Source: an optimization exercise on an open RTL-to-GDS flow (aim: small area and a short achievable clock period). Production flows keep margins and buffers that such runs may drop.
At most, simulation tests tie the RTL to the original design; equivalence was not proved.
Function not checked in runs 3 to 7: the RTL went through the layout flow alone.

## flow/design.v

```verilog
package mdu_pkg;
  typedef enum logic [3:0] {
    MDU_MULT  = 4'd1,
    MDU_MULTU = 4'd2,
    MDU_DIV   = 4'd3,
    MDU_DIVU  = 4'd4,
    MDU_MTHI  = 4'd5,
    MDU_MTLO  = 4'd6
  } mdu_op_e;
  typedef enum logic {
    S_IDLE = 1'b0,
    S_RUN  = 1'b1
  } mdu_state_e;
  localparam int unsigned MULT_CYCLES_DEF = 5;
  localparam int unsigned DIV_CYCLES_DEF  = 10;
endpackage
module mdu_booth_row (
  input  logic        ext_i,     
  input  logic [32:0] acc_i,
  input  logic [32:0] m_i,
  input  logic [2:0]  y_i,
  output logic [32:0] acc_o,
  output logic [1:0]  p_o
);
  logic        neg, one, two;
  logic [34:0] a, mx, mx2, b, s;
  assign neg = y_i[2];
  assign one = y_i[1] ^ y_i[0];
  assign two = (y_i[2] & ~y_i[1] & ~y_i[0]) | (~y_i[2] & y_i[1] & y_i[0]);
  assign a   = {ext_i, ext_i, acc_i};
  assign mx  = {m_i[32], m_i[32], m_i};
  assign mx2 = {m_i[32], m_i, 1'b0};
  assign b   = (({35{one}} & mx) | ({35{two}} & mx2)) ^ {35{neg}};
  genvar k;
  generate
    for (k = 0; k < 35; k++) begin : g_fa
      logic ci, co;
      if (k == 0) begin : g_first
        assign ci = neg;
      end else begin : g_next
        assign ci = g_fa[k-1].co;
      end
      assign s[k] = a[k] ^ b[k] ^ ci;
      assign co   = (a[k] & b[k]) | (a[k] & ci) | (b[k] & ci);
    end
  endgenerate
  assign acc_o = s[34:2];
  assign p_o   = s[1:0];
endmodule
module mdu_booth_step (
  input  logic        ext_i,
  input  logic [32:0] acc_i,
  input  logic [32:0] m_i,
  input  logic [6:0]  y_i,
  output logic [34:0] s0_o,
  output logic [32:0] acc_o,
  output logic [5:0]  p_o
);
  logic [32:0] a1, a2;
  mdu_booth_row u_r0 (.ext_i(ext_i), .acc_i(acc_i), .m_i(m_i), .y_i(y_i[2:0]), .acc_o(a1),    .p_o(p_o[1:0]));
  mdu_booth_row u_r1 (.ext_i(a1[32]), .acc_i(a1),   .m_i(m_i), .y_i(y_i[4:2]), .acc_o(a2),    .p_o(p_o[3:2]));
  mdu_booth_row u_r2 (.ext_i(a2[32]), .acc_i(a2),   .m_i(m_i), .y_i(y_i[6:4]), .acc_o(acc_o), .p_o(p_o[5:4]));
  assign s0_o = {a1, p_o[1:0]};
endmodule
module mdu_div_row (
  input  logic [31:0] r_i,
  input  logic        d_i,
  input  logic [31:0] x_i,
  input  logic        cin_i,
  output logic [31:0] r_o,
  output logic        q_o
);
  logic [32:0] p, t;
  assign p = {r_i, d_i};
  genvar k;
  generate
    for (k = 0; k < 32; k++) begin : g_fa
      logic ci, co;
      if (k == 0) begin : g_first
        assign ci = cin_i;
      end else begin : g_next
        assign ci = g_fa[k-1].co;
      end
      assign t[k] = p[k] ^ x_i[k] ^ ci;
      assign co   = (p[k] & x_i[k]) | (p[k] & ci) | (x_i[k] & ci);
    end
  endgenerate
  assign t[32] = ~(p[32] ^ g_fa[31].co);
  assign q_o = p[32] | g_fa[31].co;
  assign r_o = ({32{q_o}} & t[31:0]) | ({32{~q_o}} & p[31:0]);
endmodule
module mdu_div_step (
  input  logic [31:0] r_i,
  input  logic [2:0]  d_i,
  input  logic [31:0] x_i,
  input  logic        cin_i,
  output logic [31:0] r_o,
  output logic [2:0]  q_o
);
  logic [31:0] r1, r2;
  mdu_div_row u_r0 (.r_i(r_i), .d_i(d_i[2]), .x_i(x_i), .cin_i(cin_i), .r_o(r1),  .q_o(q_o[2]));
  mdu_div_row u_r1 (.r_i(r1),  .d_i(d_i[1]), .x_i(x_i), .cin_i(cin_i), .r_o(r2),  .q_o(q_o[1]));
  mdu_div_row u_r2 (.r_i(r2),  .d_i(d_i[0]), .x_i(x_i), .cin_i(cin_i), .r_o(r_o), .q_o(q_o[0]));
endmodule
module mdu_cneg (
  input  logic        en_i,
  input  logic [31:0] x_i,
  output logic [31:0] y_o
);
  genvar k;
  generate
    for (k = 0; k < 32; k++) begin : g_bit
      logic any_o;
      if (k == 0) begin : g_first
        assign y_o[k] = x_i[k];
        assign any_o  = x_i[k];
      end else begin : g_next
        assign y_o[k] = x_i[k] ^ (en_i & g_bit[k-1].any_o);
        assign any_o  = g_bit[k-1].any_o | x_i[k];
      end
    end
  endgenerate
endmodule
module mdu_ctrl #(
  parameter int unsigned MULT_CYCLES = mdu_pkg::MULT_CYCLES_DEF,
  parameter int unsigned DIV_CYCLES  = mdu_pkg::DIV_CYCLES_DEF
) (
  input  logic        clk,
  input  logic        reset,
  input  logic        start,
  input  logic [3:0]  op,
  input  logic [31:0] rs,
  input  logic [31:0] rt,
  input  logic        out_sel,
  input  logic        flush,
  output logic        busy,
  output logic [31:0] out
);
  logic        busy_q;
  logic [3:0]  cnt_q;
  logic        div_q;      
  logic        smul_q;     
  logic        wr_q;       
  logic        aneg_q;     
  logic        qneg_q;     
  logic        cin_q;      
  logic        yprev_q;    
  logic [32:0] x_q;        
  logic [32:0] a_q;        
  logic [31:0] q_q;        
  logic [31:0] hi_q, lo_q;
  logic        op_mul, op_div, op_smul, op_sdiv, accept;
  logic        aneg, bneg;
  logic        last, fin, hold, mmode;
  logic [32:0] x_d, acc_in, acc_o;
  logic [34:0] s0;
  logic [6:0]  y_in;
  logic [5:0]  p_o;
  logic        dq3;
  logic [31:0] r3, r4;
  logic [2:0]  dq_o;
  logic        neg_en;
  logic [31:0] neg_in, neg_out;
  assign op_mul  = (op == mdu_pkg::MDU_MULT) || (op == mdu_pkg::MDU_MULTU);
  assign op_div  = (op == mdu_pkg::MDU_DIV)  || (op == mdu_pkg::MDU_DIVU);
  assign op_smul = (op == mdu_pkg::MDU_MULT);
  assign op_sdiv = (op == mdu_pkg::MDU_DIV);
  assign accept  = start & ~flush & ~busy_q;
  assign aneg    = op_sdiv & rs[31];
  assign bneg    = op_sdiv & rt[31];
  assign last  = (cnt_q == 4'(MULT_CYCLES - 1));
  assign fin   = busy_q & (div_q ? (cnt_q == 4'(DIV_CYCLES - 1)) : last);
  assign hold  = cnt_q[3];
  assign mmode = busy_q ? ~div_q : ~op_div;
  assign x_d = busy_q ? x_q : {(op_smul | op_sdiv) & rt[31], rt};
  mdu_div_step u_div (
    .r_i   (a_q[31:0]),
    .d_i   (q_q[31:29]),
    .x_i   (x_q[31:0] ^ {32{cin_q}}),
    .cin_i (cin_q),
    .r_o   (r3),
    .q_o   (dq_o)
  );
  assign acc_in = ~busy_q ? 33'd0 : div_q ? {r3, q_q[28]} : a_q;
  assign y_in   = ~busy_q ? {rs[5:0] & {6{~op_div}}, 1'b0}
                : div_q ? {4'd0, cin_q, cin_q, ~cin_q}
                : last ? {{4{smul_q & q_q[1]}}, q_q[1:0], yprev_q}
                : {q_q[5:0], yprev_q};
  mdu_booth_step u_mul (
    .ext_i (acc_in[32] & ~div_q),
    .acc_i (acc_in),
    .m_i   (x_d),
    .y_i   (y_in),
    .s0_o  (s0),
    .acc_o (acc_o),
    .p_o   (p_o)
  );
  assign dq3 = ~s0[34];
  assign r4  = ({32{dq3}} & s0[31:0]) | ({32{~dq3}} & {r3[30:0], q_q[28]});
  assign neg_in = ~busy_q ? rs : ((div_q & cnt_q[0]) ? a_q[31:0] : q_q);
  assign neg_en = ~busy_q ? aneg : (cnt_q[0] ? aneg_q : qneg_q);
  mdu_cneg u_neg (.en_i(neg_en), .x_i(neg_in), .y_o(neg_out));
  always_ff @(posedge clk) begin
    x_q <= x_d;
    if (!busy_q) begin
      cnt_q   <= 4'd0;
      div_q   <= op_div;
      smul_q  <= op_smul;
      wr_q    <= (rt != 32'd0);
      aneg_q  <= aneg;
      qneg_q  <= aneg ^ bneg;
      cin_q   <= ~bneg;
    end else begin
      cnt_q   <= cnt_q + 4'd1;
    end
    yprev_q <= busy_q ? q_q[5] : rs[5];
    if (!busy_q || !div_q) begin
      a_q <= acc_o;
    end else if (!hold) begin
      a_q <= {1'b0, r4};
    end
    if (mmode) begin
      q_q <= {p_o, neg_out[31:6]};
    end else if (busy_q && !hold) begin
      q_q <= {q_q[27:0], dq_o, dq3};
    end else begin
      q_q <= neg_out;
    end
  end
  always_ff @(posedge clk) begin
    if (reset) begin
      busy_q <= 1'b0;
      hi_q   <= 32'd0;
      lo_q   <= 32'd0;
    end else if (!busy_q) begin
      busy_q <= accept & (op_mul | op_div);
      if (accept && op == mdu_pkg::MDU_MTHI) hi_q <= neg_out;
      if (accept && op == mdu_pkg::MDU_MTLO) lo_q <= neg_out;
    end else if (fin) begin
      busy_q <= 1'b0;
      if (!div_q) begin
        hi_q <= {acc_o[27:0], p_o[5:2]};
        lo_q <= {p_o[1:0], q_q[31:2]};
      end else if (wr_q) begin
        hi_q <= neg_out;
        lo_q <= q_q;
      end
    end
  end
  assign out  = out_sel ? lo_q : hi_q;
  assign busy = busy_q;
endmodule
```

## flow/flow/run.sh

```bash
#!/bin/bash
# Layout flow: the standard flow (standard.sh) with three changes:
#  - synthesis maps with flow/abc_area.script, an area-oriented ABC script,
#  - synthesis skips Yosys's early generic ABC pass (SYNTH_ARGS=-noabc), so
#    the full adders written in the RTL reach extract_fa as written,
#  - the port buffers are buf_1 cells.
# Every tool's output stays in the ORFS logs under orfs/logs; make's own output
# goes to flow_make.log.
set -euo pipefail
rm -rf scripts_local
cp -r "$FLOW_HOME/scripts" scripts_local
cp flow/abc_area.script scripts_local/abc_area.script
bash standard.sh SCRIPTS_DIR="$PWD/scripts_local" SYNTH_ARGS=-noabc \
  "BUFFER_PORTS_ARGS=-buffer_cell sky130_fd_sc_hd__buf_1" finish > flow_make.log 2>&1
```

## flow/flow/abc_area.script

```
strash
&get -n
&st
&dch
&nf -R 1000
&put
strash
&get -n
&st
&dch
&nf -R 1000
&put
```

## flow/standard.sh

```bash
#!/bin/bash
# synth_recipe.tcl (not shown) runs the flow's synth.tcl, then flattens the netlist and writes it again
# the make line also repeats each setting of config.mk as NAME=value (left out here)
make -C /OpenROAD-flow-scripts/flow DESIGN_CONFIG=/design/flow/config.mk WORK_HOME=/design/flow/orfs CLKGATE_MAP_FILE= SYNTH_SCRIPT=/design/flow/synth_recipe.tcl "${@:-finish}"
```

## flow/config.mk

```make
export PLATFORM = sky130hd
export DESIGN_NAME = mdu_ctrl
export DESIGN_NICKNAME = mdu_ctrl
export VERILOG_FILES = /design/flow/design.v
export SDC_FILE = /design/flow/constraint.sdc
export NUM_CORES = 4
export LEC_CHECK = 0
export ABC_AREA = 1
export CAP_MARGIN = 20
export CORE_MARGIN = 2
export CORE_UTILIZATION = 40
export SLEW_MARGIN = 20
```

## flow/constraint.sdc

```tcl
create_clock -name core_clock -period 150.0 [get_ports {clk}]
set_input_delay 30.0000 -clock core_clock [delete_from_list [all_inputs] [get_ports {clk}]]
set_output_delay 30.0000 -clock core_clock [all_outputs]
set_load 0.01 [all_outputs]
```

==> reports/metrics.yaml, run 1 <==
avgSynthCellArea_um2: 9.45
vias: 14000
start_util_pct: 40.3
instances_no_fill: 2387
drtIter0Drc: 1253
finalSetupViolations: 0
dp.cells: 2355
gp_congestion: 0.944
synth_cell_types: 40
numCtsBuffers: 17
synthSimpleGateAreaFrac_pct: 10.5
die_h_um: 204
clkSinkCount: 174
ios: 106
cp-start-kind: "flip-flop"
tritoncts: "built"
syn-num-nets: 1963
root_buffer: "clkbuf_16"
nets: 2127
dp_hpwl_mm: 40.3
timing.hold.ws_ps: 483
grt_pass1_wl_mm: 83.6
synth_edf_count: 39
slew_headroom_pct: 37.6
status: "timing/DRC/antenna clean"
synthCells: 1685
antenna_found_initial: 2
required_ps: 150290
yosysWarnings: 1
core-area_um2: 39500
synth_top_family_by_area: "adder cells"
tightest_slew_ps: 927
wirelength_mm: 53.4
drtPass1Iterations: 5
final.setup.tns_ps: 0
hp-class: "reg -> reg"
die-width_um: 204
fin_crit_sh_pct: 41.6
rows: 73
drtAntennaViolNets: 0
worst_setup_path_end_kind: "flip-flop"
area_delta_synth_final_pct: 12.6
htree_num_levels: 4
synth.ff_latch_count: 174
clock_skew_ps: 17.5
synth-main-ff-cell: "dfxtp_1"
yosysSeqAreaShare_pct: 24.3
grt.overflow.total: 0
routedWlPerCell_um: 22.4
cp_slowest_cell: "buf_4"
maxSlewViolCount: 0
critPathMaxStageDelay_ps: 520
port-buffer-count: 105
synth_compound_area_share_pct: 19.0
drive_gt1_share_pct: 4.89
synth_xor_xnor_area_share_pct: 9.07
drc: 0
clk_latency_ps: 460
cap_viol_max_count: 0
cpMostUsedCell: "fa_1"
cts_buffer_depth: 2
vias_per_cell: 5.86
crit_arrival_ps: 62730
post-route-min-period_ps: 62440
hold_buffers: 0
syn_area_um2: 15900
grt_usage_pct: 26.5
finalHoldViolations: 0
dieArea_um2: 41400
max_freq_mhz: 16.0
grt_max_degree: 66
grt_pass1_vias: 13900
path_max_fanout: 37
synthMuxAreaShare_pct: 10.5
post_cts_resized: 0
grt_setup_unrepaired: "false"
utilization_pct: 45.4
clkTransAtPathRegs_ps: 70
ys_async_sr_fraction_pct: 0
cts_setup_buffers: 0
synthAdderAreaFrac_pct: 25.4
critPathKind: "reg -> reg"
cell usage after synthesis, drive strengths merged (3+ instances only):
cell type  number  area share, %
nand2b          4           0.16
xor2          115            6.3
and3            4           0.16
nor3           27           0.85
or2             7           0.27
a21oi         186            5.8
dfxtp         135             17
o21a            4           0.19
a211oi         16           0.75
o211ai         15           0.71
nor4            7           0.27
xnor2          50            2.7
a21boi          3           0.14
nor2          146            3.4
clkinv         50            1.2
nand2         182            4.3
o22ai          99            3.9
mux2i          62            3.9
or3             4           0.16
a22oi           4           0.19
and2            5           0.20
a221oi         24            1.3
edfxtp         39            7.4
fa            198             25
nor2b          11           0.43
a21o            5           0.24
ha              7           0.55
mux2           94            6.6
o21ai         167            5.2
state kept, by name, summed over array words and instances (netlist names):
| register | flops |
|---|---|
| a_q | 33 |
| x_q | 33 |
| hi_q | 32 |
| lo_q | 32 |
| q_q | 32 |
| cnt_q | 4 |
| aneg_q | 1 |
| busy_q | 1 |
| cin_q | 1 |
| div_q | 1 |
| qneg_q | 1 |
| smul_q | 1 |
| wr_q | 1 |
| yprev_q | 1 |
logic make-up (layout without fill, tap and decap cells):
family | Yosys count | after routing
fa+ha+maj | 205 | 205
mux | 156 | 156
buf+inv | 50 | 226
xor+xnor | 165 | 165
flops | 174 | 174
simple gates | 403 | 403
compound gates | 532 | 532
other cells | 0 | 1
layout make-up:
type / instances / area, um^2
Timing Repair Buffer: 145 / 697
Clock buffer: 21 / 470
Inverter: 50 / 188
Sequential cell: 174 / 3880
Antenna cell: 1 / 2.50
Tap cell: 525 / 657
Fill cell: 3882 / 21600
Clock inverter: 10 / 73.8
Multi-Input combinational cell: 1461 / 12000
per-layer routing:
layer	vias to the layer above	global-route usage, %	routed length [um]
met5	-	0	0
met4	0	9.80	1780
met3	84	4.99	4280
met2	591	41.3	24400
met1	6915	36.5	22900
li1	6386	-	-
metrics by stage:
stage                     cell area, um^2  worst slack [ps]
after detailed placement            17400             87550
after global routing                17900             85390
after global placement              17400             88190
after CTS                           17900             87460
final                               17900             87560
after floorplan                     15900             85300
worst max-delay path: cells and delay by family (launching register included):
family	cells	cell delay (ps)
flip-flops	1	340
AO/OA/AOI/OAI	4	1020
adder cells (fa/ha/maj)	133	58150
buffers and inverters	5	1590
AND/OR/NAND/NOR	1	80
multiplexers	3	1070
placed cells by master, fill, tap and decap left out, types with 3 or more instances in the layout:
cell type,instances
buf_1,103
nand2_2,3
or3_1,4
and3_1,4
a22oi_1,4
and2_0,4
a221oi_1,24
a211oi_1,15
nand2_1,179
nand2b_1,3
inv_6,5
buf_4,40
edfxtp_1,39
a21oi_1,183
a21o_1,5
or2_0,6
clkbuf_16,17
nor3_1,27
mux2_1,94
a21boi_0,3
clkinv_1,50
xnor2_1,48
o21ai_0,165
dfxtp_1,134
clkbuf_8,3
nor2b_1,11
mux2i_1,62
o22ai_1,99
ha_1,7
o211ai_1,15
nor2_4,4
fa_1,197
nor2_1,142
o21a_1,4
nor4_1,7
xor2_1,115
worst paths after layout:
path / startpoint / endpoint / slack [ps] / depth (start not counted)
setup / recovery: cin_q / a_q[31] / 87560 / 146
setup reg to reg: cin_q / a_q[31] / 87560 / 146
hold reg to reg: hi_q[24] / hi_q[24] / 480 / 2
hold / removal: hi_q[24] / hi_q[24] / 480 / 2
==> run 2, diff against run 1 <==
==> flow/run.sh (new file) <==
#!/bin/bash
# synth_recipe.tcl (not shown) runs the flow's synth.tcl, then flattens the netlist and writes it again
# the make line also repeats each setting of config.mk as NAME=value (left out here)
make -C /OpenROAD-flow-scripts/flow DESIGN_CONFIG=/design/flow/config.mk WORK_HOME=/design/flow/orfs CLKGATE_MAP_FILE= SYNTH_SCRIPT=/design/flow/synth_recipe.tcl finish
removed: flow/flow/run.sh
removed: flow/flow/abc_area.script
removed: flow/standard.sh
==> run 2 against run 1 <==
Compared with the run above:
- still clean
- first-iteration DRC count grew 20%
- die area grew 8.3%
- register-to-register slack gained 2800 ps
- sequential share of layout area down 1.6 points
- non-clock buffer count shrank 6
- worst hold slack lost 14 ps
- clock skew decreased by 3.9 ps
- worst setup slack improved by 850 ps
- fmax rose by 1.4%
- critical path depth is 143 lower
- global-route usage rose by 1.4 points
- critical path type is now in -> out
- highest routed layer is now met5
==> reports/metrics.yaml, run 2 <==
status: "timing/DRC/antenna clean"
fin_crit_sh_pct: 41.1
ios: 106
drtAntennaViolNets: 0
antenna_found_initial: 1
finalHoldViolations: 0
synth_edf_count: 39
critPathKind: "in -> out"
clk_latency_ps: 470
cap_viol_max_count: 0
wirelength_mm: 60.4
drive_gt1_share_pct: 5.57
dieArea_um2: 44900
tritoncts: "built"
grt.overflow.total: 0
largestRegisters: "a_q (33), x_q (33)"
cp-start-kind: "input pin"
nets: 2567
synth.ff_latch_count: 174
numCtsBuffers: 17
syn_area_um2: 17300
routedWlPerCell_um: 20.8
cts_setup_buffers: 0
placed_area_um2: 18700
setup_slack_ps: 88400
drc: 0
grt_usage_pct: 27.9
worst_setup_path_end_kind: "output port"
ys_async_sr_fraction_pct: 0
synthCells: 2295
die-width_um: 212
slew_headroom_pct: 37.6
synth-main-ff-cell: "dfxtp_1"
dp_hpwl_mm: 45.5
layout_common_cells: "531 x nand2_1, 287 x inv_1, 224 x o21ai_0"
rows: 76
avgSynthCellArea_um2: 7.53
syn-num-nets: 2559
layout_commonest_cell: "nand2_1"
clock_skew_ps: 13.7
yosysTopAreaCellShare_pct: 21.8
port-buffer-count: 105
cts_buffer_depth: 2
grt_pass1_wl_mm: 94.7
hold_buffers: 0
drtPass1Iterations: 6
tightest_slew_ps: 936
max_freq_mhz: 16.2
core-area_um2: 42900
vias: 16100
htree_num_levels: 4
grt_setup_unrepaired: "false"
finalSetupViolations: 0
synthTopCellsByCount: "532 x nand2_1, 288 x inv_1, 226 x o21ai_0"
hp-class: "reg -> reg"
final.setup.tns_ps: 0
place_ws_ps: 88420
yosysSeqAreaShare_pct: 22.4
maxSlewViolCount: 0
utilization_pct: 45.1
synth_cell_types: 49
clkSinkCount: 174
start_util_pct: 40.3
yosysWarnings: 1
yosysMostFrequentCell: "nand2_1"
final_area_um2: 19300
grt_max_degree: 64
post_cts_resized: 0
clkTransAtPathRegs_ps: 80
area_delta_synth_final_pct: 11.9
required_ps: 120000
timing.hold.ws_ps: 469
synthTopCellsByArea: "fa_1 22%, dfxtp_1 16%, nand2_1 12%"
path_max_fanout: 58
grt_pass1_vias: 15800
root_buffer: "clkbuf_16"
vias_per_cell: 5.56
die_h_um: 212
drtIter0Drc: 1499
post-route-min-period_ps: 61600
yosys.area.top_type: "fa_1"
crit_arrival_ps: 31600
gp_congestion: 0.940
[run 2: cell count changes in the layout (fill, tap and decap cells not counted), sizes merged, moves of 15 or more]
cell	before	now
mux2	94	6
nor2	146	92
a221oi	24	49
clkdlybuf4s50	0	103
mux2i	62	4
o22ai	99	133
clkinv	52	8
buf	143	36
nand3	2	25
a211oi	16	1
inv	7	306
nand2	182	538
nor3	27	5
o21ai	167	240
[run 2: critical path, stage by stage]
cell and delay (ps):
buf_2 680, mux2_2 420, clkdlybuf4s50_1 490
[run 2: routing by layer]
metal  routed length, um  global-route usage (%)  vias up
li1                    -                       -     7521
met1               26600                    38.4     7868
met2               27300                    43.7      629
met3                4040                    4.55      105
met4                2420                    11.1        2
met5                   7                       0        -
[run 2: area by class of cell]
class	count	area, um^2
Antenna cell	1	2.50
Clock buffer	20	479
Clock inverter	12	110
Fill cell	4391	23600
Inverter	302	1140
Multi-Input combinational cell	1669	11700
Sequential cell	174	3880
Tap cell	585	732
Timing Repair Buffer	139	1300
[run 2: through the flow]
| stage | cells |
|---|---|
| after floorplan | 2295 |
| after global placement | 2869 |
| after detailed placement | 2869 |
| after CTS | 2901 |
| after global routing | 2901 |
| final | 2902 |
[run 2: path summary, 6_finish.rpt]
kind	from	end	slack (ps)	depth (start not counted)
worst min-delay path	hi_q[6]	hi_q[6]	470	2
worst min register to register	hi_q[6]	hi_q[6]	470	2
worst max register to register	cin_q	a_q[31]	90330	161
worst max-delay path	out_sel	out[29]	88400	3
[run 2: logic make-up after synthesis]
family,after synthesis,synth area share [%]
and+or+nand+nor,686,16.1
AOI/OAI and AO/OA,617,20.4
buffers and inverters,452,10.0
adders and majority gates,191,22.0
DFF,174,22.4
xor gates and xnor gates,165,8.45
muxes,10,0.623
==> run 3, diff against run 2 <==
--- a/flow/design.v
+++ b/flow/design.v
@@ -18,2 +18,3 @@
   input  logic        ext_i,     
+  input  logic        cin_i,     
   input  logic [32:0] acc_i,
@@ -38,3 +39,3 @@
       if (k == 0) begin : g_first
-        assign ci = neg;
+        assign ci = neg | cin_i;
       end else begin : g_next
@@ -51,2 +52,3 @@
   input  logic        ext_i,
+  input  logic        cin_i,     
   input  logic [32:0] acc_i,
@@ -59,5 +61,5 @@
   logic [32:0] a1, a2;
-  mdu_booth_row u_r0 (.ext_i(ext_i), .acc_i(acc_i), .m_i(m_i), .y_i(y_i[2:0]), .acc_o(a1),    .p_o(p_o[1:0]));
-  mdu_booth_row u_r1 (.ext_i(a1[32]), .acc_i(a1),   .m_i(m_i), .y_i(y_i[4:2]), .acc_o(a2),    .p_o(p_o[3:2]));
-  mdu_booth_row u_r2 (.ext_i(a2[32]), .acc_i(a2),   .m_i(m_i), .y_i(y_i[6:4]), .acc_o(acc_o), .p_o(p_o[5:4]));
+  mdu_booth_row u_r0 (.ext_i(ext_i), .cin_i(cin_i), .acc_i(acc_i), .m_i(m_i), .y_i(y_i[2:0]), .acc_o(a1),    .p_o(p_o[1:0]));
+  mdu_booth_row u_r1 (.ext_i(a1[32]), .cin_i(1'b0), .acc_i(a1),   .m_i(m_i), .y_i(y_i[4:2]), .acc_o(a2),    .p_o(p_o[3:2]));
+  mdu_booth_row u_r2 (.ext_i(a2[32]), .cin_i(1'b0), .acc_i(a2),   .m_i(m_i), .y_i(y_i[6:4]), .acc_o(acc_o), .p_o(p_o[5:4]));
   assign s0_o = {a1, p_o[1:0]};
@@ -142,5 +144,3 @@
   logic        smul_q;     
-  logic        wr_q;       
   logic        aneg_q;     
-  logic        qneg_q;     
   logic        cin_q;      
@@ -152,2 +152,3 @@
   logic        op_mul, op_div, op_smul, op_sdiv, accept;
+  logic        qneg, wr;
   logic        aneg, bneg;
@@ -174,3 +175,6 @@
   assign mmode = busy_q ? ~div_q : ~op_div;
-  assign x_d = busy_q ? x_q : {(op_smul | op_sdiv) & rt[31], rt};
+  assign x_d = busy_q ? x_q
+             : {op_div | (op_smul & rt[31]), rt ^ {32{op_div & ~bneg}}};
+  assign qneg = aneg_q ^ ~cin_q;
+  assign wr   = ~(cin_q & (&x_q[31:0]));
   mdu_div_step u_div (
@@ -178,3 +182,3 @@
     .d_i   (q_q[31:29]),
-    .x_i   (x_q[31:0] ^ {32{cin_q}}),
+    .x_i   (x_q[31:0]),
     .cin_i (cin_q),
@@ -185,3 +189,3 @@
   assign y_in   = ~busy_q ? {rs[5:0] & {6{~op_div}}, 1'b0}
-                : div_q ? {4'd0, cin_q, cin_q, ~cin_q}
+                : div_q ? 7'b0000001
                 : last ? {{4{smul_q & q_q[1]}}, q_q[1:0], yprev_q}
@@ -190,2 +194,3 @@
     .ext_i (acc_in[32] & ~div_q),
+    .cin_i (busy_q & div_q & cin_q),
     .acc_i (acc_in),
@@ -197,6 +202,6 @@
   );
-  assign dq3 = ~s0[34];
+  assign dq3 = ~s0[33];
   assign r4  = ({32{dq3}} & s0[31:0]) | ({32{~dq3}} & {r3[30:0], q_q[28]});
   assign neg_in = ~busy_q ? rs : ((div_q & cnt_q[0]) ? a_q[31:0] : q_q);
-  assign neg_en = ~busy_q ? aneg : (cnt_q[0] ? aneg_q : qneg_q);
+  assign neg_en = ~busy_q ? aneg : (cnt_q[0] ? aneg_q : qneg);
   mdu_cneg u_neg (.en_i(neg_en), .x_i(neg_in), .y_o(neg_out));
@@ -208,5 +213,3 @@
       smul_q  <= op_smul;
-      wr_q    <= (rt != 32'd0);
       aneg_q  <= aneg;
-      qneg_q  <= aneg ^ bneg;
       cin_q   <= ~bneg;
@@ -219,3 +222,3 @@
     end else if (!hold) begin
-      a_q <= {1'b0, r4};
+      a_q <= {acc_o[32], r4};    
     end
@@ -243,3 +246,3 @@
         lo_q <= {p_o[1:0], q_q[31:2]};
-      end else if (wr_q) begin
+      end else if (wr) begin
         hi_q <= neg_out;
==> flow/flow/run.sh (new file) <==
#!/bin/bash
# Layout flow: the standard flow (standard.sh) with three changes:
#  - synthesis maps with flow/abc_area.script, an area-oriented ABC script,
#  - synthesis skips Yosys's early generic ABC pass (SYNTH_ARGS=-noabc), so
#    the full adders written in the RTL reach extract_fa as written,
#  - the port buffers are buf_1 cells.
# Every tool's output stays in the ORFS logs under orfs/logs; make's own output
# goes to flow_make.log.
set -euo pipefail
rm -rf scripts_local
cp -r "$FLOW_HOME/scripts" scripts_local
cp flow/abc_area.script scripts_local/abc_area.script
bash standard.sh SCRIPTS_DIR="$PWD/scripts_local" SYNTH_ARGS=-noabc \
  "BUFFER_PORTS_ARGS=-buffer_cell sky130_fd_sc_hd__buf_1" finish > flow_make.log 2>&1
==> flow/flow/abc_area.script (new file) <==
strash
&get -n
&st
&dch
&nf -R 1000
&put
strash
&get -n
&st
&dch
&nf -R 1000
&put
==> flow/standard.sh (new file) <==
#!/bin/bash
# synth_recipe.tcl (not shown) runs the flow's synth.tcl, then flattens the netlist and writes it again
# the make line also repeats each setting of config.mk as NAME=value (left out here)
make -C /OpenROAD-flow-scripts/flow DESIGN_CONFIG=/design/flow/config.mk WORK_HOME=/design/flow/orfs CLKGATE_MAP_FILE= SYNTH_SCRIPT=/design/flow/synth_recipe.tcl "${@:-finish}"
removed: flow/run.sh
==> run 3 against run 2 <==
Compared with the run above:
- area after synthesis down 7.8%
- worst hold slack lost 11 ps
- die area fell by 7.7%
- utilization increased by 0.31 points
- synthesized cell count fell by 21%
- count of clock-buffer cells in the layout fell by 3
- critical path depth is 144 higher
- critical endpoint is now a_q[31]
- largest cell class unchanged
==> reports/metrics.yaml, run 3 <==
status: "timing/DRC/antenna clean"
cts_buffer_depth: 2
critPathBufInv: 4
yosysTopAreaCellShare_pct: 24.9
critPathMaxStageDelay_ps: 540
diodes: 0
antenna_found_initial: 1
final-seq-area_um2: 3820
drtAntennaViolNets: 0
yosysMostFrequentCell: "a21oi_1"
final.setup.tns_ps: 0
synth-main-ff-cell: "dfxtp_1"
hp-class: "reg -> reg"
slew_headroom_pct: 34.4
fin_crit_sh_pct: 42.1
fillers: 3955
rows: 73
synthTopCellsByCount: "243 x a21oi_1, 216 x nand2_1, 212 x nor2_1"
place_ws_ps: 86920
die_h_um: 204
yosysSeqAreaShare_pct: 23.9
synth_cell_types: 39
grt_pass1_vias: 14600
grt_usage_pct: 26.3
drive_gt1_share_pct: 4.36
setup_slack_ps: 86920
post_cts_resized: 0
numCtsBuffers: 17
post-route-min-period_ps: 63080
maxSlewViolCount: 0
max_freq_mhz: 15.9
port-buffer-count: 105
vias: 14600
htree_num_levels: 4
cp_slowest_cell: "edfxtp_1"
layout_common_cells: "239 x a21oi_1, 214 x nand2_1, 209 x nor2_1"
dieArea_um2: 41400
cap_viol_max_count: 0
cp-start-kind: "flip-flop"
clkSinkCount: 172
placed_area_um2: 17300
largestRegisters: "a_q (33), x_q (33)"
synthCells: 1803
drtIter0Drc: 1274
drc: 0
gp_congestion: 0.933
yosysWarnings: 1
finalHoldViolations: 0
crit_arrival_ps: 63400
worst_setup_path_end_kind: "flip-flop"
syn_area_um2: 15900
wirelength_mm: 53.5
ios: 106
yosys.area.top_type: "fa_1"
root_buffer: "clkbuf_16"
synth_edf_count: 37
clkTransAtPathRegs_ps: 80
core-area_um2: 39500
drtPass1Iterations: 8
grt_max_degree: 108
path_max_fanout: 33
clk_latency_ps: 470
routedWlPerCell_um: 21.4
r2r_setup_slack_ps: 86920
vias_per_cell: 5.85
syn-num-nets: 2079
highest_layer: "met5"
hold_buffers: 0
grt_setup_unrepaired: "false"
ys_async_sr_fraction_pct: 0
avgSynthCellArea_um2: 8.83
tightest_slew_ps: 981
tritoncts: "built"
grt.overflow.total: 0
clock_skew_ps: 16.6
layout_commonest_cell: "a21oi_1"
cpLargestDelayFamily: "adder cells"
dp_hpwl_mm: 40.2
wl_met1_mm: 23.3
synth.ff_latch_count: 172
multiInputGateArea_um2: 11900
die-width_um: 204
start_util_pct: 40.3
dr_wl_met3_mm: 4.22
nets: 2237
wl_met2_mm: 24.4
required_ps: 150320
cpMostUsedCell: "fa_1"
grt_pass1_wl_mm: 83.9
final_area_um2: 18000
cts_setup_buffers: 0
synthTopCellsByArea: "fa_1 25%, dfxtp_1 17%, a21oi_1 7.6%"
area_delta_synth_final_pct: 12.7
finalSetupViolations: 0
critPathKind: "reg -> reg"
## run 3: changes by cell type after synthesis, sizes merged, moves of 98 or more
| cell | previous run | this run |
|---|---|---|
| o22ai | 133 | 35 |
| nand2 | 538 | 216 |
| nor2 | 92 | 212 |
| clkbuf | 116 | 0 |
| inv | 297 | 0 |
## run 3: logic make-up (layout without fill, tap and decap cells)
logic type,after synthesis,in the layout,synth area share (%)
flops,172,172,23.9
compound gates,627,627,22.5
buf+inv,76,247,1.79
simple gates,492,492,12.4
fa+ha+maj,203,203,25.3
mux,97,97,6.60
xor+xnor,136,136,7.48
## run 3: layout make-up
type                            instances  share of cell area, %
Timing Repair Buffer                  139                   3.70
Clock buffer                           17                   2.37
Inverter                               76                   1.59
Multi-Input combinational cell       1555                   66.3
Sequential cell                       172                   21.3
Tap cell                              525                   3.66
Clock inverter                         15                   1.10
## run 3: worst reg2reg max path: cells and delay by family, from the launching register on
family	cells	cell delay [ps]
adder cells (fa/ha/maj)	133	58850
AO/OA/AOI/OAI	4	680
AND/OR/NAND/NOR	3	590
multiplexers	3	1140
flip-flops	1	540
buffers and inverters	4	1090
## run 3: final timing paths
| kind | startpoint | end | depth (start not counted) |
|---|---|---|---|
| setup reg to reg | cin_q | a_q[31] | 147 |
| hold / removal | hi_q[6] | hi_q[6] | 2 |
| setup / recovery | cin_q | a_q[31] | 147 |
| hold reg to reg | hi_q[6] | hi_q[6] | 2 |
## run 3: layer usage
layer | global-route usage (%) | vias up
li1 | - | 6751
met1 | 36.4 | 7147
met2 | 41.7 | 626
met3 | 4.23 | 91
met4 | 9.70 | 2
met5 | 0 | -
## run 3: metrics by stage
step                      utilization (%)  cells  hold slack, ps
final                                45.4   2499             458
after global routing                 45.4   2499             492
after CTS                            45.4   2499             462
after detailed placement             43.8   2467             452
after global placement               43.8   2467             446
after floorplan                         -   1803             422
==> run 4, diff against run 3 <==
--- a/flow/design.v
+++ b/flow/design.v
@@ -51,4 +51,2 @@
 module mdu_booth_step (
-  input  logic        ext_i,
-  input  logic        cin_i,     
   input  logic [32:0] acc_i,
@@ -56,3 +54,6 @@
   input  logic [6:0]  y_i,
-  output logic [34:0] s0_o,
+  input  logic        sel_i,
+  input  logic [32:0] acc2_i,
+  input  logic        cin2_i,
+  output logic [34:0] s2_o,
   output logic [32:0] acc_o,
@@ -60,7 +61,8 @@
 );
-  logic [32:0] a1, a2;
-  mdu_booth_row u_r0 (.ext_i(ext_i), .cin_i(cin_i), .acc_i(acc_i), .m_i(m_i), .y_i(y_i[2:0]), .acc_o(a1),    .p_o(p_o[1:0]));
-  mdu_booth_row u_r1 (.ext_i(a1[32]), .cin_i(1'b0), .acc_i(a1),   .m_i(m_i), .y_i(y_i[4:2]), .acc_o(a2),    .p_o(p_o[3:2]));
-  mdu_booth_row u_r2 (.ext_i(a2[32]), .cin_i(1'b0), .acc_i(a2),   .m_i(m_i), .y_i(y_i[6:4]), .acc_o(acc_o), .p_o(p_o[5:4]));
-  assign s0_o = {a1, p_o[1:0]};
+  logic [32:0] a1, a2, b2;
+  assign b2 = ({33{sel_i}} & acc2_i) | ({33{~sel_i}} & a2);
+  mdu_booth_row u_r0 (.ext_i(acc_i[32]), .cin_i(1'b0), .acc_i(acc_i), .m_i(m_i), .y_i(y_i[2:0]), .acc_o(a1), .p_o(p_o[1:0]));
+  mdu_booth_row u_r1 (.ext_i(a1[32]), .cin_i(1'b0), .acc_i(a1), .m_i(m_i), .y_i(y_i[4:2]), .acc_o(a2), .p_o(p_o[3:2]));
+  mdu_booth_row u_r2 (.ext_i(a2[32] & ~sel_i), .cin_i(cin2_i), .acc_i(b2), .m_i(m_i), .y_i(y_i[6:4]), .acc_o(acc_o), .p_o(p_o[5:4]));
+  assign s2_o = {acc_o, p_o[5:4]};
 endmodule
@@ -156,3 +158,4 @@
   logic [32:0] x_d, acc_in, acc_o;
-  logic [34:0] s0;
+  logic [34:0] s2;
+  logic        dsel;
   logic [6:0]  y_in;
@@ -187,5 +190,6 @@
   );
-  assign acc_in = ~busy_q ? 33'd0 : div_q ? {r3, q_q[28]} : a_q;
+  assign dsel   = busy_q & div_q;
+  assign acc_in = busy_q ? a_q : 33'd0;
   assign y_in   = ~busy_q ? {rs[5:0] & {6{~op_div}}, 1'b0}
-                : div_q ? 7'b0000001
+                : div_q ? 7'b0010000
                 : last ? {{4{smul_q & q_q[1]}}, q_q[1:0], yprev_q}
@@ -193,4 +197,2 @@
   mdu_booth_step u_mul (
-    .ext_i (acc_in[32] & ~div_q),
-    .cin_i (busy_q & div_q & cin_q),
     .acc_i (acc_in),
@@ -198,3 +200,6 @@
     .y_i   (y_in),
-    .s0_o  (s0),
+    .sel_i (dsel),
+    .acc2_i({r3, q_q[28]}),
+    .cin2_i(dsel & cin_q),
+    .s2_o  (s2),
     .acc_o (acc_o),
@@ -202,4 +207,4 @@
   );
-  assign dq3 = ~s0[33];
-  assign r4  = ({32{dq3}} & s0[31:0]) | ({32{~dq3}} & {r3[30:0], q_q[28]});
+  assign dq3 = ~s2[33];
+  assign r4  = ({32{dq3}} & s2[31:0]) | ({32{~dq3}} & {r3[30:0], q_q[28]});
   assign neg_in = ~busy_q ? rs : ((div_q & cnt_q[0]) ? a_q[31:0] : q_q);
==> run 4 against run 3 <==
Compared with the run above:
- still clean
- die area down 0.22%
- clock skew up 6.7 ps
- sequential cell count unchanged
- critical endpoint is now out[30]
- largest cell class unchanged
==> reports/metrics.yaml, run 4 <==
status: "timing/DRC/antenna clean"
tritoncts: "built"
critPathBufInv: 2
slew_headroom_pct: 37.1
drc: 0
nets: 2127
routedWlPerCell_um: 22.6
vias: 14000
numCtsBuffers: 17
final.setup.tns_ps: 0
place_ws_ps: 88770
required_ps: 120000
path_max_fanout: 32
setup_slack_ps: 88820
layout_common_cells: "215 x a21oi_1, 198 x fa_1, 196 x nor2_1"
post_cts_resized: 0
cpLargestDelayFamily: "buffers and inverters"
diodes: 0
drive_gt1_share_pct: 4.83
drtAntennaViolNets: 0
synthTopCellsByCount: "217 x a21oi_1, 199 x nor2_1, 198 x fa_1"
avgSynthCellArea_um2: 9.39
synth_edf_count: 37
gp_congestion: 0.910
ys_async_sr_fraction_pct: 0
cts_setup_buffers: 0
max_freq_mhz: 16.3
yosysSeqAreaShare_pct: 24.0
post-route-min-period_ps: 61180
finalHoldViolations: 0
maxSlewViolCount: 0
root_buffer: "clkbuf_16"
grt_pass1_vias: 14200
core-area_um2: 39500
dp.cells: 2357
yosys.area.top_type: "fa_1"
grt_pass1_wl_mm: 84.5
synth_cell_types: 39
hold_buffers: 0
die-width_um: 203
ios: 106
utilization_pct: 45.5
syn-num-nets: 1968
crit_chain: "clkbuf_2, mux2_1, buf_1"
largestRegisters: "a_q (33), x_q (33)"
critPathMaxStageDelay_ps: 640
cts_buffer_depth: 2
die_h_um: 203
layout_commonest_cell: "a21oi_1"
hp-class: "reg -> reg"
area_delta_synth_final_pct: 12.9
start_util_pct: 40.3
yosysMostFrequentCell: "a21oi_1"
critPathKind: "in -> out"
dieArea_um2: 41300
fin_crit_sh_pct: 40.8
cp-start-kind: "input pin"
grt_max_degree: 73
drtPass1Iterations: 6
synth-main-ff-cell: "dfxtp_1"
yosysWarnings: 1
clk_latency_ps: 480
clkTransAtPathRegs_ps: 70
grt_setup_unrepaired: "false"
synthCells: 1692
tightest_slew_ps: 935
antenna_found_initial: 0
synth.ff_latch_count: 172
drtIter0Drc: 1267
cp_slowest_cell: "clkbuf_2"
instances_no_fill: 2388
yosysTopAreaCellShare_pct: 24.9
worst_setup_path_end_kind: "output port"
clkSinkCount: 172
vias_per_cell: 5.88
wirelength_mm: 54.1
htree_num_levels: 4
grt.overflow.total: 0
port-buffer-count: 105
clock_skew_ps: 23.3
finalSetupViolations: 0
synthTopCellsByArea: "fa_1 25%, dfxtp_1 17%, edfxtp_1 7.0%"
dp_hpwl_mm: 39.4
syn_area_um2: 15900
grt_usage_pct: 26.6
rows: 73
crit_arrival_ps: 31180
cap_viol_max_count: 0
run 4: cell types whose count changed in the layout (fill, tap and decap cells not counted), moves of 24 or more:
cell / before / now
o22ai_1: 35 / 100
clkinv_1: 75 / 48
a21oi_1: 239 / 215
a22oi_1: 65 / 31
o21ai_0: 206 / 139
mux2_1: 64 / 93
xor2_1: 54 / 86
and2_0: 5 / 38
nand2_1: 214 / 106
run 4: layout make-up:
type	count	area [um^2]
fill	3890	21500
multi-input combinational	1472	12000
tap	525	657
clock buffer	21	493
timing repair buffer	140	659
inverter	48	180
clock inverter	10	125
sequential	172	3820
run 4: worst paths after layout:
kind              startpoint       end  slack, ps  cells past startpoint
setup / recovery     out_sel   out[30]      88820                      3
hold / removal      hi_q[14]  hi_q[14]        480                      2
setup reg to reg       cin_q   a_q[29]      88970                    139
hold reg to reg     hi_q[14]  hi_q[14]        480                      2
run 4: cell families after synthesis:
logic type	after synthesis	synth area share (%)
compound gates	567	20.6
simple gates	409	11.1
fa+ha+maj	203	25.3
flops	172	24.0
xor+xnor	167	9.20
mux	126	8.67
buf+inv	48	1.13
run 4: through the flow:
| step | hold slack [ps] | instance area [um^2] |
|---|---|---|
| 2_1_floorplan | 447 | 15900 |
| 3_3_place_gp | 461 | 17300 |
| 3_5_place_dp | 469 | 17300 |
| 4_1_cts | 485 | 17900 |
| 5_1_grt | 503 | 17900 |
| 6_report | 484 | 17900 |
run 4: worst register-to-register path: cells and delay by family, from the launching register on:
kind | cells | cell delay [ps]
simple gates | 2 | 540
compound gates | 5 | 1030
flops | 1 | 580
mux | 3 | 1220
fa+ha+maj | 124 | 55630
buf+inv | 5 | 1760
run 4: routing by layer:
layer / vias to the layer above / GRT usage, % / part of all wire (%) / wire [um]
met5: - / 0 / 0 / 0
met4: 0 / 10.8 / 3.2 / 1750
met3: 94 / 5.67 / 8.0 / 4310
met2: 589 / 41.7 / 46 / 24600
met1: 6931 / 35.9 / 43 / 23400
li1: 6420 / - / - / -
==> run 5, diff against run 4 <==
--- a/flow/config.mk
+++ b/flow/config.mk
@@ -8,5 +8,5 @@
 export ABC_AREA = 1
-export CAP_MARGIN = 20
+export CAP_MARGIN = 0
 export CORE_MARGIN = 2
 export CORE_UTILIZATION = 40
-export SLEW_MARGIN = 20
+export SLEW_MARGIN = 0
==> run 5 against run 4 <==
Compared with the run above:
- sequential share of layout area about the same
- utilization about the same
- fmax unchanged
- critical path depth is the same
- count of clock-buffer cells in the layout stayed put
- non-clock buffer count unchanged
- critical path type unchanged
==> reports/metrics.yaml, run 5 <==
wirelength_mm: 54.1
reg2reg_from: "cin_q"
avgSynthCellArea_um2: 9.39
cts_buffer_depth: 2
critPathKind: "in -> out"
cap_viol_max_count: 0
final.setup.tns_ps: 0
finalHoldViolations: 0
r2r_setup_slack_ps: 89010
dp_hpwl_mm: 39.4
diodes: 0
synth_compound_area_share_pct: 20.6
drtAntennaViolNets: 0
cpLargestDelayFamily: "buffers and inverters"
grt_pass1_vias: 14200
clk_latency_ps: 480
drc: 0
synth.ff_latch_count: 172
synthTopCellsByCount: "217 x a21oi_1, 199 x nor2_1, 198 x fa_1"
yosysSeqAreaShare_pct: 24.0
rows: 73
htree_num_levels: 4
hold_buffers: 0
largestRegisters: "a_q (33), x_q (33)"
vias: 14000
hp-class: "reg -> reg"
hold_path_startpoint: "hi_q[14]"
yosysTopAreaCellShare_pct: 24.9
crit_arrival_ps: 31180
gp_congestion: 0.910
post_cts_resized: 0
clkTransAtPathRegs_ps: 70
synth_edf_count: 37
drtIter0Drc: 1267
timing.hold.ws_ps: 484
status: "timing/DRC/antenna clean"
clock_skew_ps: 23.2
die-width_um: 203
drive_gt1_share_pct: 4.78
critPathBufInv: 2
layout_common_cells: "215 x a21oi_1, 198 x fa_1, 196 x nor2_1"
syn_area_um2: 15900
hold_end: "hi_q[14]"
max_freq_mhz: 16.3
synthMuxAreaShare_pct: 8.67
finalSetupViolations: 0
antenna_found_initial: 0
drtPass1Iterations: 6
grt.overflow.total: 0
start_util_pct: 40.3
post-route-min-period_ps: 61180
yosysMostFrequentCell: "a21oi_1"
slew_headroom_pct: 20.1
dieArea_um2: 41300
worst_setup_path_end_kind: "output port"
synthSimpleGateAreaFrac_pct: 11.1
port-buffer-count: 105
cts_setup_buffers: 0
cp-start-kind: "input pin"
core-area_um2: 39500
path_max_fanout: 32
layout_commonest_cell: "a21oi_1"
vias_per_cell: 5.88
maxSlewViolCount: 0
routedWlPerCell_um: 22.6
area_delta_synth_final_pct: 12.9
numCtsBuffers: 17
yosysWarnings: 1
synthAdderAreaFrac_pct: 25.3
tritoncts: "built"
root_buffer: "clkbuf_16"
ys_async_sr_fraction_pct: 0
grt_max_degree: 73
cp_slowest_cell: "clkbuf_2"
die_h_um: 203
synth_top_family_by_area: "adder cells"
nets: 2127
whs_path_depth: 2
critPathMaxStageDelay_ps: 640
tightest_slew_ps: 1200
required_ps: 120000
synth_cell_types: 39
grt_usage_pct: 26.6
yosys.area.top_type: "fa_1"
fin_crit_sh_pct: 40.8
reg2reg_depth: 139
synthCells: 1692
synth_xor_xnor_area_share_pct: 9.20
r2r-end: "a_q[29]"
syn-num-nets: 1968
synthTopCellsByArea: "fa_1 25%, dfxtp_1 17%, edfxtp_1 7.0%"
grt_pass1_wl_mm: 84.5
grt_setup_unrepaired: "false"
crit_chain: "clkbuf_2, mux2_1, buf_1"
synth-main-ff-cell: "dfxtp_1"
clkSinkCount: 172
ios: 106
run 5: cell types whose count changed in the layout (fill, tap and decap cells not counted):
cell	before	now
o21a_1	1	2
o21a_2	2	1
run 5: cell families after synthesis:
logic type / Yosys count
simple gates: 409
buf+inv: 48
compound gates: 567
flops: 172
fa+ha+maj: 203
xor+xnor: 167
mux: 126
run 5: tightest hold or removal path: stages (launching register included):
cell and delay [ps]:
dfxtp_1 320, a21oi_1 60, nor2_1 70
run 5: metrics by stage:
stage	cells	util (%)	instance area (um^2)	worst slack, ps
after floorplan	1692	-	15900	88310
after detailed placement	2357	43.9	17300	88770
after CTS	2388	45.5	17900	88770
final	2388	45.5	17900	88820
after global routing	2388	45.5	17900	87380
after global placement	2357	43.9	17300	88820
run 5: layout make-up:
| cell class | count | area (um^2) |
|---|---|---|
| multi-input combinational | 1472 | 12000 |
| inverter | 48 | 180 |
| sequential | 172 | 3820 |
| timing repair buffer | 140 | 659 |
| fill | 3890 | 21500 |
| tap | 525 | 657 |
| clock buffer | 21 | 493 |
| clock inverter | 10 | 125 |
run 5: metal layers:
| metal | vias to the layer above | track usage, % | part of all wire [%] |
|---|---|---|---|
| met4 | 0 | 10.8 | 3.2 |
| met5 | - | 0 | 0 |
| met3 | 93 | 5.67 | 8.1 |
| met2 | 599 | 41.7 | 46 |
| li1 | 6420 | - | - |
| met1 | 6920 | 35.9 | 43 |
run 5: worst max path at each step:
stage	startpoint	slack, ps	to	cells after the start
2_1_floorplan	cin_q	88310	a_q[10]	138
3_3_place_gp	out_sel	88820	out[30]	3
3_5_place_dp	out_sel	88770	out[14]	3
4_1_cts	out_sel	88770	out[14]	3
5_1_grt	cin_q	87380	a_q[29]	139
6_report	out_sel	88820	out[30]	3
==> run 6, diff against run 5 <==
--- a/flow/config.mk
+++ b/flow/config.mk
@@ -8,5 +8,8 @@
 export ABC_AREA = 1
-export CAP_MARGIN = 0
+export CAP_MARGIN = 20
 export CORE_MARGIN = 2
 export CORE_UTILIZATION = 40
-export SLEW_MARGIN = 0
+export CTS_BUF_LIST = sky130_fd_sc_hd__clkbuf_4 sky130_fd_sc_hd__clkbuf_8
+export CTS_CLUSTER_DIAMETER = 100
+export CTS_CLUSTER_SIZE = 30
+export SLEW_MARGIN = 20
==> run 6 against run 5 <==
Compared with the run above:
- still clean
- sequential cell count did not move
- critical path depth did not move
- utilization fell by 0.45 points
- count of clock-buffer cells in the layout fell by 2
- cell area fell by 0.98%
- register-to-register slack improved by 50 ps
- sequential share of layout area rose by 0.21 points
==> reports/metrics.yaml, run 6 <==
status: "timing/DRC/antenna clean"
synth-main-ff-cell: "dfxtp_1"
timing.hold.ws_ps: 493
post-route-min-period_ps: 61190
grt_max_degree: 73
numCtsBuffers: 17
grt.overflow.total: 0
dp.cells: 2357
cap_viol_max_count: 0
synth_edf_count: 37
port-buffer-count: 105
instances_no_fill: 2388
vias_per_cell: 5.88
synth_cell_types: 39
clk_latency_ps: 540
ios: 106
diodes: 0
worst_setup_path_end_kind: "output port"
start_util_pct: 40.3
antenna_found_initial: 0
yosysMostFrequentCell: "a21oi_1"
vias: 14000
cts_buffer_depth: 2
cp-start-kind: "input pin"
tritoncts: "built"
gp_congestion: 0.910
largestRegisters: "a_q (33), x_q (33)"
max_freq_mhz: 16.3
core-area_um2: 39500
drtAntennaViolNets: 0
clkSinkCount: 172
dieArea_um2: 41300
crit_chain: "clkbuf_2, mux2_1, buf_1"
yosysSeqAreaShare_pct: 24.0
die-width_um: 203
area_delta_synth_final_pct: 11.8
synth.ff_latch_count: 172
grt_setup_unrepaired: "false"
final.setup.tns_ps: 0
grt_usage_pct: 26.6
layout_common_cells: "215 x a21oi_1, 198 x fa_1, 196 x nor2_1"
tightest_slew_ps: 867
routedWlPerCell_um: 22.6
drc: 0
drtIter0Drc: 1290
post_cts_resized: 0
cts_setup_buffers: 0
yosysWarnings: 1
rows: 73
synthTopCellsByCount: "217 x a21oi_1, 199 x nor2_1, 198 x fa_1"
synthTopCellsByArea: "fa_1 25%, dfxtp_1 17%, edfxtp_1 7.0%"
crit_arrival_ps: 31190
nets: 2127
wirelength_mm: 53.9
slew_headroom_pct: 42.2
drtPass1Iterations: 5
grt_pass1_wl_mm: 84.6
fillers: 3908
critPathMaxStageDelay_ps: 650
finalHoldViolations: 0
fin_crit_sh_pct: 40.8
maxSlewViolCount: 0
drive_gt1_share_pct: 4.88
grt_pass1_vias: 14200
synthCells: 1692
utilization_pct: 45.0
path_max_fanout: 32
critPathKind: "in -> out"
yosysTopAreaCellShare_pct: 24.9
cp_slowest_cell: "clkbuf_2"
die_h_um: 203
ys_async_sr_fraction_pct: 0
hold_buffers: 0
finalSetupViolations: 0
root_buffer: "clkbuf_8"
yosys.area.top_type: "fa_1"
syn-num-nets: 1968
required_ps: 120000
clkTransAtPathRegs_ps: 90
avgSynthCellArea_um2: 9.39
syn_area_um2: 15900
layout_commonest_cell: "a21oi_1"
clock_skew_ps: 23.1
hp-class: "reg -> reg"
dp_hpwl_mm: 39.4
htree_num_levels: 4
==> run 6: metrics by stage <==
stage / area (um^2) / setup WS (ps)
after floorplan: 15900 / 88310
after global placement: 17300 / 88820
after detailed placement: 17300 / 88770
after CTS: 17800 / 88770
after global routing: 17800 / 87390
final: 17800 / 88810
==> run 6: final cells by class <==
type / count / area, um^2 / share of cell area [%]
clock inverter: 12 / 185 / 1.04
inverter: 48 / 180 / 1.01
timing repair buffer: 140 / 659 / 3.71
sequential: 172 / 3820 / 21.5
multi-input combinational: 1472 / 12000 / 67.6
tap: 525 / 657 / 3.70
clock buffer: 19 / 255 / 1.44
==> run 6: worst paths after layout <==
kind	startpoint	to	slack (ps)	depth (start not counted)
max	out_sel	out[30]	88810	3
min	hi_q[21]	hi_q[21]	490	2
min reg2reg	hi_q[21]	hi_q[21]	490	2
max reg2reg	cin_q	a_q[29]	89060	139
==> run 6: cells by family after synthesis <==
kind of cell,after synthesis,synth area share (%)
buf+inv,48,1.13
fa+ha+maj,203,25.3
simple gates,409,11.1
flops,172,24.0
compound gates,567,20.6
xor+xnor,167,9.20
mux,126,8.67
==> run 6: critical path, delay by kind of cell <==
| kind | cells | cell delay [ps] |
|---|---|---|
| buffers and inverters | 2 | 780 |
| muxes | 1 | 390 |
==> run 6: layer usage <==
metal  GRT usage [%]  part of all wire, %  vias to the layer above
met4            10.1                  3.0                        0
met1            36.5                   43                     6919
met2            41.8                   46                      608
met3            4.94                  7.9                       92
met5               0                    0                        -
li1                -                    -                     6412
==> run 7, diff against run 6 <==
--- a/flow/config.mk
+++ b/flow/config.mk
@@ -13,3 +13,4 @@
 export CTS_CLUSTER_DIAMETER = 100
-export CTS_CLUSTER_SIZE = 30
+export CTS_CLUSTER_SIZE = 20
+export GPL_TIMING_DRIVEN = 0
 export SLEW_MARGIN = 20
==> run 7 against run 6 <==
Compared with the run above:
- area after synthesis unchanged
- cell count down 0.17%
- critical path type is now reg -> reg
- critical endpoint is now a_q[30]
- synthesized cell count unchanged
==> reports/metrics.yaml, run 7 <==
status: "timing/DRC/antenna clean"
die-width_um: 203
gp_congestion: 0.905
tritoncts: "built"
largestRegisters: "a_q (33), x_q (33)"
wirelength_mm: 53.0
post-route-min-period_ps: 62020
reg2reg_depth: 141
drtIter0Drc: 1301
cap_viol_max_count: 0
yosysMostFrequentCell: "a21oi_1"
syn-num-nets: 1968
grt_usage_pct: 26.0
final.setup.tns_ps: 0
clock_skew_ps: 21.8
vias: 14200
layout_commonest_cell: "a21oi_1"
synth-main-ff-cell: "dfxtp_1"
placed_area_um2: 17900
rows: 73
place_ws_ps: 87980
routedWlPerCell_um: 22.2
whs_path_depth: 2
cpMostUsedCell: "fa_1"
hold_path_startpoint: "hi_q[25]"
die_h_um: 203
yosys.area.top_type: "fa_1"
clkTransAtPathRegs_ps: 100
crit_arrival_ps: 62250
r2r-end: "a_q[30]"
grt_max_degree: 67
dieArea_um2: 41300
grt_pass1_wl_mm: 83.2
synth.ff_latch_count: 172
layout_common_cells: "214 x a21oi_1, 198 x fa_1, 195 x nor2_1"
vias_per_cell: 5.95
slew_headroom_pct: 41.1
finalHoldViolations: 0
syn_area_um2: 15900
area_delta_synth_final_pct: 15.0
maxSlewViolCount: 0
grt.overflow.total: 0
finalSetupViolations: 0
grt_setup_unrepaired: "false"
tightest_slew_ps: 880
drc: 0
hp-class: "reg -> reg"
synthCells: 1692
post_cts_resized: 0
nets: 2122
reg2reg_from: "cin_q"
ys_async_sr_fraction_pct: 0
yosysWarnings: 1
avgSynthCellArea_um2: 9.39
path_max_fanout: 32
port-buffer-count: 105
synthTopCellsByArea: "fa_1 25%, dfxtp_1 17%, edfxtp_1 7.0%"
worst_setup_path_end_kind: "flip-flop"
root_buffer: "clkbuf_8"
synthTopCellsByCount: "217 x a21oi_1, 199 x nor2_1, 198 x fa_1"
utilization_pct: 46.3
drive_gt1_share_pct: 5.22
cp-start-kind: "flip-flop"
grt_pass1_vias: 14000
antenna_found_initial: 0
core-area_um2: 39500
cp_slowest_cell: "a211oi_4"
synth_cell_types: 39
critPathMaxStageDelay_ps: 670
yosysTopAreaCellShare_pct: 24.9
htree_num_levels: 4
cts_setup_buffers: 0
hold_buffers: 0
drtPass1Iterations: 6
cts_buffer_depth: 2
yosysSeqAreaShare_pct: 24.0
setup_slack_ps: 87980
fin_crit_sh_pct: 41.3
final_area_um2: 18300
start_util_pct: 40.3
r2r_setup_slack_ps: 87980
required_ps: 150230
dp_hpwl_mm: 40.7
max_freq_mhz: 16.1
ios: 106
synth_edf_count: 37
fillers: 3801
critPathKind: "reg -> reg"
hold_end: "hi_q[25]"
numCtsBuffers: 17
clkSinkCount: 172
clk_latency_ps: 520
drtAntennaViolNets: 0
diodes: 0
[run 7: area by class of cell]
cell class	instances	area (um^2)	share of cell area (%)
Timing Repair Buffer	135	1080	5.91
Clock inverter	13	154	0.842
Clock buffer	19	262	1.43
Tap cell	525	657	3.59
Inverter	48	181	0.992
Sequential cell	172	3820	20.9
Multi-Input combinational cell	1472	12100	66.3
[run 7: layer usage]
| layer | track usage, % | vias up | routed length [um] |
|---|---|---|---|
| li1 | - | 6415 | - |
| met1 | 35.8 | 7074 | 22800 |
| met2 | 42.2 | 598 | 24900 |
| met3 | 3.21 | 91 | 3640 |
| met4 | 9.38 | 0 | 1610 |
| met5 | 0 | - | 0 |
[run 7: logic make-up (layout without fill, tap and decap cells)]
logic type,after synthesis,in the layout,synth area share [%]
XOR/XNOR,167,167,9.20
flip-flops,172,172,24.0
multiplexers,126,126,8.67
AO/OA/AOI/OAI,567,567,20.6
AND/OR/NAND/NOR,409,409,11.1
adder cells (fa/ha/maj),203,203,25.3
buffers and inverters,48,215,1.13
[run 7: through the flow]
stage / hold WS, ps / instances
global placement: 459 / 2322
floorplan: 447 / 1692
detailed placement: 469 / 2352
finish: 491 / 2384
CTS: 492 / 2384
global route: 511 / 2384
[run 7: worst max-delay path by stage]
stage          startpoint      end  slack [ps]
2_1_floorplan       cin_q  a_q[10]       88310
3_3_place_gp        cin_q  a_q[21]       81610
3_5_place_dp        cin_q  a_q[13]       87980
4_1_cts             cin_q  a_q[30]       87800
5_1_grt             cin_q  a_q[30]       86040
6_report            cin_q  a_q[30]       87980
[run 7: critical path, delay by kind of cell (launching register included)]
kind | cells | cell delay [ps]
fa+ha+maj | 127 | 56590
compound gates | 5 | 1680
mux | 3 | 1070
simple gates | 2 | 920
buf+inv | 4 | 790
flops | 1 | 570

==> what the ideal ports hide <==
No port has a modelled driver above. Below, the same layouts with a new extraction and two added sets of constraints.
Step 1, drivers: a clkbuf_16 drives clk and a buf_2 each remaining input, both assumed.
Step 2 also shifts input and output timing later by t, the mid clock arrival at the registers, as if the neighbouring blocks saw the same clock.
a / b / c = no drivers / after step 1 / after step 2; a / b = the first two.
| run | t (ns) | setup slack, ns | hold WS [ns] |
|---|---|---|---|
| run 1 | 0.499 | 87.557 / 87.557 / 87.557 | 0.483 / 0.483 / 0.483 |
| run 2 | 0.521 | 88.403 / 88.380 / 88.380 | 0.469 / 0.469 / 0.469 |
| run 3 | 0.514 | 86.917 / 86.917 / 86.917 | 0.458 / 0.458 / 0.458 |
| run 4 | 0.520 | 88.815 / 88.792 / 88.792 | 0.484 / 0.484 / 0.484 |
| run 5 | 0.520 | 88.815 / 88.792 / 88.792 | 0.484 / 0.484 / 0.484 |
| run 6 | 0.572 | 88.809 / 88.786 / 88.786 | 0.493 / 0.493 / 0.493 |
| run 7 | 0.564 | 87.977 / 87.977 / 87.977 | 0.491 / 0.491 / 0.491 |
After both steps setup and hold are still met in every run listed.
